Context: an optimization exercise on an open-source flow, tuned for small area. The choices shown serve that exercise and are no tape-out recipe.
In this exercise RTL edits were held to simulation tests only and were not proved equivalent to the original.
Power figures rest on the tool's default switching activity, not on a simulated workload.

$ cat design/flow/flow/run.sh
#!/bin/bash
# The standard layout with two changes:
# - the port buffers buffer_ports inserts are sky130_fd_sc_hd__buf_1 instead
#   of the cell it picks by default;
# - clock tree synthesis builds the tree from clkbuf_4 cells in clusters of at
#   most 9 sinks, without dummy loads.
set -euo pipefail
export BUFFER_PORTS_ARGS="-buffer_cell sky130_fd_sc_hd__buf_1"
export CTS_ARGS="-sink_clustering_enable -repair_clock_nets -dont_use_dummy_load -buf_list sky130_fd_sc_hd__clkbuf_4 -root_buf sky130_fd_sc_hd__clkbuf_4 -sink_clustering_size 9 -sink_clustering_max_diameter 30"
bash standard.sh > standard.log 2>&1
$ cat design/flow/standard.sh
#!/bin/bash
# synth_recipe.tcl (not shown) runs the flow's synth.tcl, then flattens the netlist and writes it again
# the make line also repeats each setting of config.mk as NAME=value (left out here)
make -C /OpenROAD-flow-scripts/flow DESIGN_CONFIG=/design/flow/config.mk WORK_HOME=/design/flow/orfs CLKGATE_MAP_FILE= SYNTH_SCRIPT=/design/flow/synth_recipe.tcl "${@:-finish}"
$ cat design/flow/config.mk
export PLATFORM = sky130hd
export DESIGN_NAME = ir_stage
export DESIGN_NICKNAME = ir_stage
export VERILOG_FILES = /design/flow/design.v
export SDC_FILE = /design/flow/constraint.sdc
export NUM_CORES = 4
export LEC_CHECK = 0
export CAP_MARGIN = 20
export CORE_AREA = 2 2 318 88
export DIE_AREA = 0 0 320 90
export PLACE_DENSITY = 0.6
export SLEW_MARGIN = 20
$ cat design/flow/constraint.sdc
create_clock -name core_clock -period 5.0 [get_ports {clk_i}]
set_input_delay 1.0000 -clock core_clock [delete_from_list [all_inputs] [get_ports {clk_i}]]
set_output_delay 1.0000 -clock core_clock [all_outputs]
set_load 0.01 [all_outputs]
$ cat design/flow/design.v
package ir_pkg;
  typedef logic [32-1:0]   xlen_t;
  typedef logic [32-1:0]   pc_t;
  typedef logic [31:0]           instr_t;
  typedef logic [5-1:0] reg_addr_t;
  typedef logic [2-1:0]  lane_mask_t;
  typedef enum logic [2:0] {
    OP_REG     = 3'd0,
    OP_IMM     = 3'd1,
    OP_LOAD    = 3'd2,
    OP_STORE   = 3'd3,
    OP_BRANCH  = 3'd4,
    OP_LUI     = 3'd5,
    OP_JAL     = 3'd6,
    OP_ILLEGAL = 3'd7
  } op_class_e;
  localparam int unsigned ir_slot_w = 32 + 32;
  localparam int unsigned ir_dec_w  = 32 + 3 * 5 + 1 + 3;
endpackage
`timescale 1ns/100ps
module ir_field_decoder (
  input  ir_pkg::instr_t    instr_i,
  output ir_pkg::reg_addr_t rs1_o,
  output ir_pkg::reg_addr_t rs2_o,
  output ir_pkg::reg_addr_t rd_o,
  output logic              rd_we_o,
  output ir_pkg::op_class_e op_class_o
);
  logic       base, grp;
  logic [2:0] hi;
  assign base = instr_i[1] & instr_i[0];
  assign grp  = base & ~instr_i[3] & ~instr_i[2];
  assign hi   = instr_i[6:4];
  logic m_op, m_imm, m_load, m_store, m_branch, m_lui, m_jal;
  assign m_op     = grp & (hi == 3'b011);
  assign m_imm    = grp & (hi == 3'b001);
  assign m_load   = grp & (hi == 3'b000);
  assign m_store  = grp & (hi == 3'b010);
  assign m_branch = grp & (hi == 3'b110);
  assign m_lui    = base & (instr_i[6:2] == 5'b01101);
  assign m_jal    = base & (instr_i[6:2] == 5'b11011);
  logic use_rs1, use_rs2, use_rd, known;
  assign use_rs1 = m_op | m_imm | m_load | m_store | m_branch;
  assign use_rs2 = m_op | m_store | m_branch;
  assign use_rd  = m_op | m_imm | m_load | m_lui | m_jal;
  assign known   = use_rs1 | use_rd;
  assign op_class_o = ir_pkg::op_class_e'({~known | m_branch | m_lui | m_jal,
                                           ~known | m_load | m_store | m_jal,
                                           ~known | m_imm | m_store | m_lui});
  assign rs1_o   = use_rs1 ? instr_i[19:15] : '0;
  assign rs2_o   = use_rs2 ? instr_i[24:20] : '0;
  assign rd_o    = use_rd ? instr_i[11:7] : '0;
  assign rd_we_o = use_rd & (|instr_i[11:7]);
endmodule
`timescale 1ns/100ps
module ir_stage (
  input  logic               clk_i,
  input  logic               rst_ni,
  input  logic               ir_flush_i,
  input  ir_pkg::lane_mask_t us_valid_i,
  input  ir_pkg::pc_t        us_pc0_i,
  input  ir_pkg::pc_t        us_pc1_i,
  input  ir_pkg::instr_t     us_instr0_i,
  input  ir_pkg::instr_t     us_instr1_i,
  output ir_pkg::lane_mask_t ir_rdy_o,
  output ir_pkg::reg_addr_t  rf_raddr_p0_0_o,
  output ir_pkg::reg_addr_t  rf_raddr_p0_1_o,
  output ir_pkg::reg_addr_t  rf_raddr_p1_0_o,
  output ir_pkg::reg_addr_t  rf_raddr_p1_1_o,
  input  ir_pkg::xlen_t      rf_rdata_p0_0_i,
  input  ir_pkg::xlen_t      rf_rdata_p0_1_i,
  input  ir_pkg::xlen_t      rf_rdata_p1_0_i,
  input  ir_pkg::xlen_t      rf_rdata_p1_1_i,
  input  ir_pkg::reg_addr_t  rf_waddr0_i,
  input  ir_pkg::xlen_t      rf_wdata0_i,
  input  logic               rf_we0_i,
  input  ir_pkg::reg_addr_t  rf_waddr1_i,
  input  ir_pkg::xlen_t      rf_wdata1_i,
  input  logic               rf_we1_i,
  input  ir_pkg::reg_addr_t  rf_waddr2_i,
  input  ir_pkg::xlen_t      rf_wdata2_i,
  input  logic               rf_we2_i,
  input  ir_pkg::lane_mask_t ds_rdy_i,
  output ir_pkg::lane_mask_t ir_valid_o,
  output logic               ira_is0_o,
  output ir_pkg::pc_t        ira_pc_o,
  output ir_pkg::reg_addr_t  ira_rs1_o,
  output ir_pkg::reg_addr_t  ira_rs2_o,
  output ir_pkg::reg_addr_t  ira_rd_o,
  output logic               ira_rd_we_o,
  output ir_pkg::op_class_e  ira_class_o,
  output ir_pkg::pc_t        irb_pc_o,
  output ir_pkg::reg_addr_t  irb_rs1_o,
  output ir_pkg::reg_addr_t  irb_rs2_o,
  output ir_pkg::reg_addr_t  irb_rd_o,
  output logic               irb_rd_we_o,
  output ir_pkg::op_class_e  irb_class_o,
  output ir_pkg::xlen_t      ira_op0_o,
  output ir_pkg::xlen_t      ira_op1_o,
  output ir_pkg::xlen_t      irb_op0_o,
  output ir_pkg::xlen_t      irb_op1_o
);
  localparam int unsigned DW = ir_pkg::ir_dec_w - 1;   
  ir_pkg::reg_addr_t rs1_0, rs2_0, rd_0, rs1_1, rs2_1, rd_1;
  ir_pkg::op_class_e class_0, class_1;
  logic [DW-1:0]     in0, in1;
  logic [DW-1:0]     f_q [2];    
  logic [DW-1:0]     o_q [2];    
  logic [1:0]        fv_q;       
  logic [1:0]        ov_q;       
  logic              fwp_q;      
  logic              mp_q;       
  logic              orp_q;      
  logic [1:0]        acc, take, acc_e, take_e, move_e;
  ir_field_decoder u_dec0 (
    .instr_i    (us_instr0_i),
    .rs1_o      (rs1_0),
    .rs2_o      (rs2_0),
    .rd_o       (rd_0),
    .rd_we_o    (),
    .op_class_o (class_0)
  );
  ir_field_decoder u_dec1 (
    .instr_i    (us_instr1_i),
    .rs1_o      (rs1_1),
    .rs2_o      (rs2_1),
    .rd_o       (rd_1),
    .rd_we_o    (),
    .op_class_o (class_1)
  );
  assign in0 = {us_pc0_i, rs1_0, rs2_0, rd_0, class_0};
  assign in1 = {us_pc1_i, rs1_1, rs2_1, rd_1, class_1};
  assign ir_rdy_o   = {~|fv_q, ~&fv_q};
  assign ir_valid_o = {&ov_q, |ov_q};
  assign ira_is0_o  = ~orp_q;
  assign acc  = us_valid_i & ir_rdy_o;
  assign take = ds_rdy_i & ir_valid_o;
  assign acc_e[0]  = fwp_q ? acc[1] : acc[0];
  assign acc_e[1]  = fwp_q ? acc[0] : acc[1];
  assign take_e[0] = orp_q ? take[1] : take[0];
  assign take_e[1] = orp_q ? take[0] : take[1];
  assign move_e    = fv_q & ~ov_q;
  always_ff @(posedge clk_i or negedge rst_ni) begin
    if (!rst_ni) begin
      fv_q  <= 2'b00;
      ov_q  <= 2'b00;
      fwp_q <= 1'b0;
      mp_q  <= 1'b0;
      orp_q <= 1'b0;
    end else if (ir_flush_i) begin
      fv_q  <= 2'b00;
      ov_q  <= 2'b00;
      fwp_q <= 1'b0;
      mp_q  <= 1'b0;
      orp_q <= 1'b0;
    end else begin
      fv_q  <= (fv_q & ~move_e) | acc_e;
      ov_q  <= (ov_q & ~take_e) | move_e;
      fwp_q <= fwp_q ^ acc[0] ^ acc[1];
      mp_q  <= mp_q ^ move_e[0] ^ move_e[1];
      orp_q <= orp_q ^ take[0] ^ take[1];
    end
  end
  logic [1:0] fv_d, kp_q, ld0_q, ld1_q;
  logic       fwp_d;
  assign fv_d  = ir_flush_i ? 2'b00 : (fv_q & ~move_e) | acc_e;
  assign fwp_d = ~ir_flush_i & (fwp_q ^ acc[0] ^ acc[1]);
  always_ff @(posedge clk_i or negedge rst_ni) begin
    if (!rst_ni) begin
      kp_q  <= 2'b00;
      ld0_q <= 2'b01;
      ld1_q <= 2'b10;
    end else begin
      kp_q  <= fv_d;
      ld0_q <= ~fv_d & {fwp_d, ~fwp_d};
      ld1_q <= ~fv_d & {~fwp_d, fwp_d};
    end
  end
  logic [1:0] ov_d, ofree_q;
  assign ov_d = ir_flush_i ? 2'b00 : (ov_q & ~take_e) | move_e;
  always_ff @(posedge clk_i or negedge rst_ni) begin
    if (!rst_ni) begin
      ofree_q <= 2'b11;
    end else begin
      ofree_q <= ~ov_d;
    end
  end
  always_ff @(posedge clk_i) begin
    for (int e = 0; e < 2; e++) begin
      f_q[e] <= ({DW{ld0_q[e]}} & in0) | ({DW{ld1_q[e]}} & in1) | ({DW{kp_q[e]}} & f_q[e]);
    end
    for (int e = 0; e < 2; e++) begin
      o_q[e] <= ({DW{ofree_q[e]}} & f_q[e]) | ({DW{ov_q[e]}} & o_q[e]);
    end
  end
  assign {ira_pc_o, ira_rs1_o, ira_rs2_o, ira_rd_o, ira_class_o} = o_q[0];
  assign {irb_pc_o, irb_rs1_o, irb_rs2_o, irb_rd_o, irb_class_o} = o_q[1];
  assign ira_rd_we_o = |ira_rd_o;
  assign irb_rd_we_o = |irb_rd_o;
  logic [9:0] f_old, f_sec, p0, p1;
  assign f_old = mp_q ? {f_q[1][DW-33 -: 10]} : {f_q[0][DW-33 -: 10]};
  assign f_sec = mp_q ? {f_q[0][DW-33 -: 10]} : {f_q[1][DW-33 -: 10]};
  assign p0    = &ov_q ? {ira_rs1_o, ira_rs2_o} : f_old;
  assign p1    = ~|ov_q ? f_sec : (ov_q[1] ? {irb_rs1_o, irb_rs2_o} : {ira_rs1_o, ira_rs2_o});
  assign {rf_raddr_p0_0_o, rf_raddr_p0_1_o} = p0;
  assign {rf_raddr_p1_0_o, rf_raddr_p1_1_o} = p1;
  assign ira_op0_o = ({32{ov_q[1]}} & rf_rdata_p0_0_i) | ({32{ofree_q[1]}} & rf_rdata_p1_0_i);
  assign ira_op1_o = ({32{ov_q[1]}} & rf_rdata_p0_1_i) | ({32{ofree_q[1]}} & rf_rdata_p1_1_i);
  assign irb_op0_o = rf_rdata_p1_0_i;
  assign irb_op1_o = rf_rdata_p1_1_i;
endmodule
==> results.sh <==
export IMPL_tightest_slew_ps=1052
export IMPL_dr_pass1_iters=8
export IMPL_antenna_found_initial=6
export IMPL_postSynth_asyncResetShare=0.06103
export IMPL_cap_violations=0
export IMPL_cts_tree="yes"
export IMPL_worstSetupPathType="reg2out"
export IMPL_wire_per_inst_um=20.16
export IMPL_initial_core_util=0.3404
export IMPL_critPathBufInv=2
export IMPL_clkPwrFrac=0.179
export IMPL_setup_viol=0
export IMPL_slowest_stage="dfrtp_4"
export IMPL_clkTransAtPathRegs_ps=110
export IMPL_synth_area_um2=9059
export IMPL_portBuffers=497
export IMPL_track_usage=0.2217
export IMPL_htreeDepth=1
export IMPL_synth_edff_count=0
export IMPL_rsz0062_at_grt="false"
export IMPL_crit_path_start_kind="register"
export IMPL_fin_util=0.4092
export IMPL_cts_hold_buf=0
export IMPL_layout_cells_non_filler=1686
export IMPL_area_growth_pct=20.19
export IMPL_drc=0
export IMPL_regToRegSetupSlack_ps=2660
export IMPL_synth_avg_cell_area_um2=9.772
export IMPL_clockBufferDepth=3
export IMPL_root_buffer="clkbuf_4"
export IMPL_multi_input_area_um2=3583
export IMPL_setup_tns_ps=0
export IMPL_synth_largest_area_cell="dfxtp_1"
export IMPL_dpl_instance_area_um2=10660
export IMPL_status="timing/DRC/antenna clean"
export IMPL_dieWidth_um=320
export IMPL_leakage_uw=0.004529
export IMPL_post_cts_resized=0
export IMPL_r2r_start="ld1_q[1]$_DFF_PN1_"
export IMPL_worstRegToRegCells=4
export IMPL_slew_violations=0
export IMPL_synth_common_cells="200 x dfxtp_1, 154 x a22o_1, 93 x inv_1, 86 x a222oi_1"
export IMPL_vias_per_cell=5.430
export IMPL_arrival_ps=2900
export IMPL_pwr_share_comb=0.273
export IMPL_gr_total_overflow=0
export IMPL_layout_drive_gt1_share=0.04100
export IMPL_pwr_density_cell_nw_per_um2=426.6
export IMPL_crit_fanout=67
export IMPL_final_cell_area_um2=10890
export IMPL_seqPwrFrac=0.547
export IMPL_grt_pass1_wl_um=50500
export IMPL_dp_cells=1652
export IMPL_synth_top_area_share=0.4420
export IMPL_fmax_mhz=256.1
export IMPL_finalCritPeriodShare=0.7810
export IMPL_dp_hpwl_um=24350
export IMPL_timing_rr_end="f_q[1][16]$_DFF_P_"
export IMPL_grt_start_max_net_pins=98
export IMPL_synth_most_common_cell="dfxtp_1"
export IMPL_cp_top_family="flip-flops"
export IMPL_ys_seq_elements=213
export IMPL_max_stage_delay_ps=980
export IMPL_fin_worst_skew_ps=103.6
export IMPL_cts_sinks=213
export IMPL_worstHoldPathType="in2async"
export IMPL_synth_ff_type="dfxtp_1"
export IMPL_maxSlewHeadroom=0.2987
export IMPL_rows=31
export IMPL_critPathRequiredTime_ps=4000
export IMPL_cts_buffers_inserted=28
export IMPL_grt_pass1_vias=8552
export IMPL_num_vias=9155
export IMPL_ff_latch_area_um2=4347
export IMPL_irDropWorstVdd_mv=0.1475
export IMPL_yosysWarnings=3
export IMPL_hold_violations=0
export IMPL_drt_iter0_markers=986
export IMPL_synth_cell_types=48
export IMPL_antenna_left=0
export IMPL_post_cts_buffers=0
export IMPL_path_cells="buf_4 > a22o_1 > buf_1"
export IMPL_worstSetupEndpointType="output pin"
export IMPL_swShare=0.3654
export IMPL_num_io_pins=632
export IMPL_fillers=2669
export IMPL_worstSkewPairLatency_ps=710
export IMPL_gp_congestion=0.9527
export IMPL_ys_seq_area_frac=0.4785
export IMPL_p_switching_uw=1698
export IMPL_synthesis_nets=1304
export IMPL_fin_nets=1696
export IMPL_die_area_um2=28800
export IMPL_wl_um=34000
export IMPL_intPower_uw=2948
export IMPL_synth_area_leaders="dfxtp_1 44%, a22o_1 15%, a222oi_1 9.5%, buf_4 5.4%, inv_1 3.9%"
export IMPL_die_y_um=90
export IMPL_finalCriticalPeriod_ps=3905
export IMPL_syn_inst=927
export IMPL_core_um2=26610
## per-layer routing
layer	part of all wire	routed length, um	GRT usage	vias to the layer above
met4	0.022	737	0.05790	0
met5	0	0	0	-
li1	-	-	-	4186
met1	0.46	15580	0.3151	4523
met3	0.078	2667	0.05002	58
met2	0.44	15010	0.3375	388
## state kept, by name (all words and copies together) (netlist names)
name     cells
f_q        100
fv_q         2
fwp_q        1
ld0_q        2
ld1_q        2
mp_q         1
o_q        100
ofree_q      2
orp_q        1
ov_q         2
## kinds of logic (layout without fill, tap and decap cells)
group                     Yosys count  count (layout)  synth area share
muxes                              22              22           0.02445
DFF                               213             213            0.4785
buffers and inverters             237             627            0.1260
and+or+nand+nor                   131             131           0.06851
other                               0               6                 0
AOI/OAI and AO/OA                 319             319            0.2978
xor gates and xnor gates            5               5          0.004835
## stage by stage
step	hold slack (ps)	power, uW	setup WS, ps
floorplan	433.6	3281	2561
global placement	445.4	3812	1902
detailed placement	452.1	3847	1875
CTS	295.9	4674	1078
global route	299.3	4928	901.0
finish	297.7	4645	1095
## final cells by class
| cell class | instances | area share |
|---|---|---|
| Sequential cell | 213 | 0.3992 |
| Clock buffer | 28 | 0.01931 |
| Multi-Input combinational cell | 477 | 0.3291 |
| Tap cell | 363 | 0.04171 |
| Antenna cell | 6 | 0.001379 |
| Timing Repair Buffer | 505 | 0.1769 |
| Inverter | 94 | 0.03241 |
## power by group through the flow
| stage | logic, uW | registers (uW) | clock network [uW] |
|---|---|---|---|
| CTS | 1280 | 2540 | 861 |
| global route | 1380 | 2600 | 948 |
| detailed placement | 1270 | 2580 | 0 |
| finish | 1270 | 2540 | 833 |
| global placement | 1260 | 2560 | 0 |
| floorplan | 861 | 2420 | 0 |
## worst max-delay path by stage
stage | cells past startpoint | slack (ps) | startpoint | endpoint
6_report | 3 | 1100 | ov_q[1]$_DFF_PN0_ | ira_op0_o[24]
5_1_grt | 3 | 900 | ov_q[1]$_DFF_PN0_ | ira_op0_o[18]
4_1_cts | 3 | 1080 | ov_q[1]$_DFF_PN0_ | ira_op0_o[18]
3_5_place_dp | 3 | 1870 | ov_q[1]$_DFF_PN0_ | ira_op0_o[24]
3_3_place_gp | 3 | 1900 | ov_q[1]$_DFF_PN0_ | ira_op0_o[24]
2_1_floorplan | 4 | 2560 | ofree_q[1]$_DFF_PN1_ | ira_op0_o[12]
## layout by cell type, fill, tap and decap left out, types with 3 or more instances in the layout
master      n
nand2b_1    7
a22o_1    154
buf_4       8
buf_1     497
dfxtp_1   200
dfrtp_2     4
nand3b_1    3
diode_2     6
and2_1      5
a21oi_1    18
xor2_1      3
mux2i_1    21
inv_1      93
nor2b_1     4
a32oi_1    11
dfstp_2     3
nand2_1    65
o21ai_0    33
a222oi_1   86
nor3_1      3
clkbuf_4   28
dfrtp_1     4
nor2_1     27
nand3_1     4
## worst reg2reg max path: cells and delay by family (launching register included)
family                 cells  cell delay [ps]
buffers and inverters      1               90
flip-flops                 1             1250
AND/OR/NAND/NOR            1              170
AO/OA/AOI/OAI              2              710

==> port drivers added, routing unchanged <==
Ports are ideal in the flow. The routed layout listed here was re-timed in OpenROAD. Step 1, drivers: a clkbuf_16 drives clk_i and a buf_2 each remaining input, both assumed. Step 2 also shifts input and output timing later by t, the mid clock arrival at the registers, as if the neighbouring blocks saw the same clock. a / b / c = no drivers / after step 1 / after step 2; a / b = the first two.
shift t [ns]: 0.700
setup slack, ns: 1.095 / 1.056 / 1.756
worst hold slack (ns): 0.298 / 0.281 / 0.471
After both steps this run still meets setup and hold. For this run, drivers alone change the setup slack by -0.039 ns; drivers and shift together by +0.661 ns.
